Context: an optimization exercise on an open-source flow, tuned for a short achievable clock period and few clock cycles per item. The choices shown serve that exercise and are no tape-out recipe. RTL that was checked went through simulation tests only; none was proved equivalent to the original. No activity file was given, so power comes from the tool's default toggle rates.

==> run a <==
==> flow/design.v (excerpt) <==
module nlms_predictor_bank_exp_aggregation_core #(
  parameter int NUM_PREDICTORS = 4,
  parameter int FILTER_ORDER   = 4
) (
  input  logic               clk,
  input  logic               rst,
  input  logic               sample_valid,
  output logic               sample_stall,
  input  logic signed [15:0] sample_value,
  input  logic               series_start,
  output logic               result_valid,
  input  logic               result_stall,
  output logic signed [15:0] aggregate_prediction,
  output logic signed [15:0] prediction_0,
  output logic signed [15:0] prediction_1,
  output logic signed [15:0] prediction_2,
  output logic signed [15:0] prediction_3,
  output logic        [15:0] weight_0,
  output logic        [15:0] weight_1,
  output logic        [15:0] weight_2,
  output logic        [15:0] weight_3,
  input  logic               cfg_valid,
  output logic               cfg_ready,
  input  logic        [2:0]  cfg_index,
  input  logic        [15:0] cfg_data
);
  localparam int NP   = NUM_PREDICTORS;
  localparam int FO   = FILTER_ORDER;
  localparam int PI_W = (NP > 1) ? $clog2(NP) : 1;
  localparam int TJ_W = (FO > 1) ? $clog2(FO) : 1;
  localparam logic [15:0] W_UNI = 16'((32768 + NP / 2) / NP);
  logic        loss_strategy;
  logic [15:0] learning_rate;
  logic [15:0] step_size [4];
  ...
==> module npbea_div, before the edit <==
module npbea_div (
  input  logic                clk,
  input  logic                rst,
  input  npbea_pkg::div_req_t req,
  output npbea_pkg::div_rsp_t rsp
);
  localparam int RW = DIV_DW + 1;
  logic [RW-1:0]     rem;
  logic [DIV_QW-1:0] nlo;
  logic [DIV_QW-1:0] quo;
  logic [DIV_DW-1:0] den;
  logic [DIV_CW-1:0] cnt;
  logic              busy;
  logic              done;
  localparam int SPC = 2;
  logic [RW-1:0]     rs   [SPC+1];
  logic [DIV_QW-1:0] ns   [SPC+1];
  logic [DIV_QW-1:0] qs   [SPC+1];
  logic [RW-1:0]     trial[SPC];
  logic              fits [SPC];
  always_comb begin
    rs[0] = rem;
    ns[0] = nlo;
    qs[0] = quo;
    for (int k = 0; k < SPC; k++) begin
      trial[k] = {rs[k][DIV_DW-1:0], ns[k][DIV_QW-1]};
      fits[k]  = trial[k] >= {1'b0, den};
      rs[k+1]  = fits[k] ? (trial[k] - {1'b0, den}) : trial[k];
      ns[k+1]  = {ns[k][DIV_QW-2:0], 1'b0};
      qs[k+1]  = {qs[k][DIV_QW-2:0], fits[k]};
    end
  end
  always_ff @(posedge clk) begin
    if (rst) begin
      busy <= 1'b0;
      done <= 1'b0;
      cnt  <= '0;
    end else begin
      done <= 1'b0;
      if (req.start) begin
        busy <= 1'b1;
        cnt  <= '0;
      end else if (busy) begin
        cnt <= cnt + 1'b1;
        if (cnt == DIV_CW'(DIV_QW / SPC - 1)) begin
          busy <= 1'b0;
          done <= 1'b1;
        end
      end
    end
  end
  always_ff @(posedge clk) begin
    if (req.start) begin
      rem <= RW'(req.num[DIV_NW-1:DIV_QW]);
      nlo <= req.num[DIV_QW-1:0];
      den <= req.den;
      quo <= '0;
    end else if (busy) begin
      rem <= rs[SPC];
      nlo <= ns[SPC];
      quo <= qs[SPC];
    end
  end
  assign rsp = {busy, done, quo};
endmodule
clock: 15.0 ns
lec_check: 0
cap_margin: 40
core_margin: 2
core_utilization: 40
slew_margin: 40
run.sh (not shown) runs the stock make flow with config.mk's settings and CLKGATE_MAP_FILE= SYNTH_SCRIPT=/design/flow/synth_recipe.tcl, a recipe that flattens the netlist after the stock synthesis.
==> run b: changes against run a <==
--- a/flow/design.v
+++ b/flow/design.v
@@ -82,5 +82,5 @@
   logic              busy;
   logic              done;
-  localparam int SPC = 2;
+  localparam int SPC = 6;
   logic [RW-1:0]     rs   [SPC+1];
   logic [DIV_QW-1:0] ns   [SPC+1];
CAP_MARGIN = 20   (was 40)
SLEW_MARGIN = 20   (was 40)
==> run c: changes against run a <==
--- a/flow/design.v
+++ b/flow/design.v
@@ -82,22 +82,8 @@
   logic              busy;
   logic              done;
-  localparam int SPC = 2;
-  logic [RW-1:0]     rs   [SPC+1];
-  logic [DIV_QW-1:0] ns   [SPC+1];
-  logic [DIV_QW-1:0] qs   [SPC+1];
-  logic [RW-1:0]     trial[SPC];
-  logic              fits [SPC];
-  always_comb begin
-    rs[0] = rem;
-    ns[0] = nlo;
-    qs[0] = quo;
-    for (int k = 0; k < SPC; k++) begin
-      trial[k] = {rs[k][DIV_DW-1:0], ns[k][DIV_QW-1]};
-      fits[k]  = trial[k] >= {1'b0, den};
-      rs[k+1]  = fits[k] ? (trial[k] - {1'b0, den}) : trial[k];
-      ns[k+1]  = {ns[k][DIV_QW-2:0], 1'b0};
-      qs[k+1]  = {qs[k][DIV_QW-2:0], fits[k]};
-    end
-  end
+  logic [RW-1:0]     trial;
+  logic              fits;
+  assign trial = {rem[DIV_DW-1:0], nlo[DIV_QW-1]};
+  assign fits  = trial >= {1'b0, den};
   always_ff @(posedge clk) begin
     if (rst) begin
@@ -112,5 +98,5 @@
       end else if (busy) begin
         cnt <= cnt + 1'b1;
-        if (cnt == DIV_CW'(DIV_QW / SPC - 1)) begin
+        if (cnt == DIV_CW'(DIV_QW - 1)) begin
           busy <= 1'b0;
           done <= 1'b1;
@@ -126,7 +112,7 @@
       quo <= '0;
     end else if (busy) begin
-      rem <= rs[SPC];
-      nlo <= ns[SPC];
-      quo <= qs[SPC];
+      rem <= fits ? (trial - {1'b0, den}) : trial;
+      nlo <= {nlo[DIV_QW-2:0], 1'b0};
+      quo <= {quo[DIV_QW-2:0], fits};
     end
   end
CAP_MARGIN = 20   (was 40)
SLEW_MARGIN = 20   (was 40)
==> qor.csv <==
stage,metric,value,unit
pwr,power_leakage,73.9,nW
grt,use_met2,0.470,
cells_and_area,inv_count,1319,
critical_path,arrival,20.68,ns
drt,vias_per_cell,5.91,
grt,grt_max_degree,85,
pwr,power.share.combinational,0.663,
timing,fin_ws,-5.10,ns
timing,finalSetupViolCount,50,
timing,fin_skew,0.142,ns
run_status,so_faults,setup timing,
run_status,status,failed layout checks,
drt,drt-initial-drc-count,16100,
cells_and_area,clock_buffers,274,
drt,dr.pass1.iters,9,
logic_synthesis,post_synth.cell_area_avg,9.94,µm²
# the run above: run b

==> qor.csv <==
stage,metric,value,unit
cells_and_area,inv_count,1370,
logic_synthesis,post_synth.cell_area_avg,10.2,µm²
critical_path,arrival,14.77,ns
timing,fin_skew,0.166,ns
timing,finalSetupViolCount,0,
timing,fin_ws,0.979,ns
grt,grt_max_degree,87,
pwr,power.share.combinational,0.417,
grt,use_met2,0.440,
run_status,status,finished clean,
drt,dr.pass1.iters,8,
pwr,power_leakage,61.4,nW
# the run above: run a

==> qor.csv <==
stage,metric,value,unit
cells_and_area,inv_count,1351,
timing,fin_ws,1.16,ns
pwr,power.share.combinational,0.417,
pwr,power_leakage,58.6,nW
grt,grt_max_degree,91,
timing,finalSetupViolCount,0,
timing,fin_skew,0.127,ns
drt,vias_per_cell,5.87,
drt,drt-initial-drc-count,12600,
run_status,status,finished clean,
drt,dr.pass1.iters,7,
grt,use_met2,0.426,
# the run above: run c

Testbench counts of run a, summed over its fixed seeds: cycles 381,508, items 1,024.
Testbench counts of run b, summed over its fixed seeds: cycles 285,700, items 1,024.
Function not checked in run c: the RTL went through the layout flow alone.

## static timing again, ports no longer ideal
The results above use ideal ports. As a check the final layouts listed here were re-extracted and re-timed, cells and wires unchanged. Step 1 assumes that a clkbuf_16 drives the clock port and a buf_2 every other input. Step 2 adds t to the input delays and takes it off the output delays; t is the mean of the earliest and latest rising clock arrival at the registers after step 1. Input paths then give back, and output paths get back, about the clock's delay inside the block. Slacks: ideal / step 1 / step 2; pairs: ideal / step 1.
run | shift t [ns] | setup slack, ns | worst setup path after step 2 | worst register clock-pin slew, ns
run a | 0.968 | 0.979 / 0.979 / 0.979 | register to register | 0.07 / 0.07
run b | 1.000 | -5.100 / -5.100 / -5.100 | register to register | 0.08 / 0.08
run c | 1.011 | 1.164 / 1.164 / 1.164 | register to register | 0.08 / 0.08
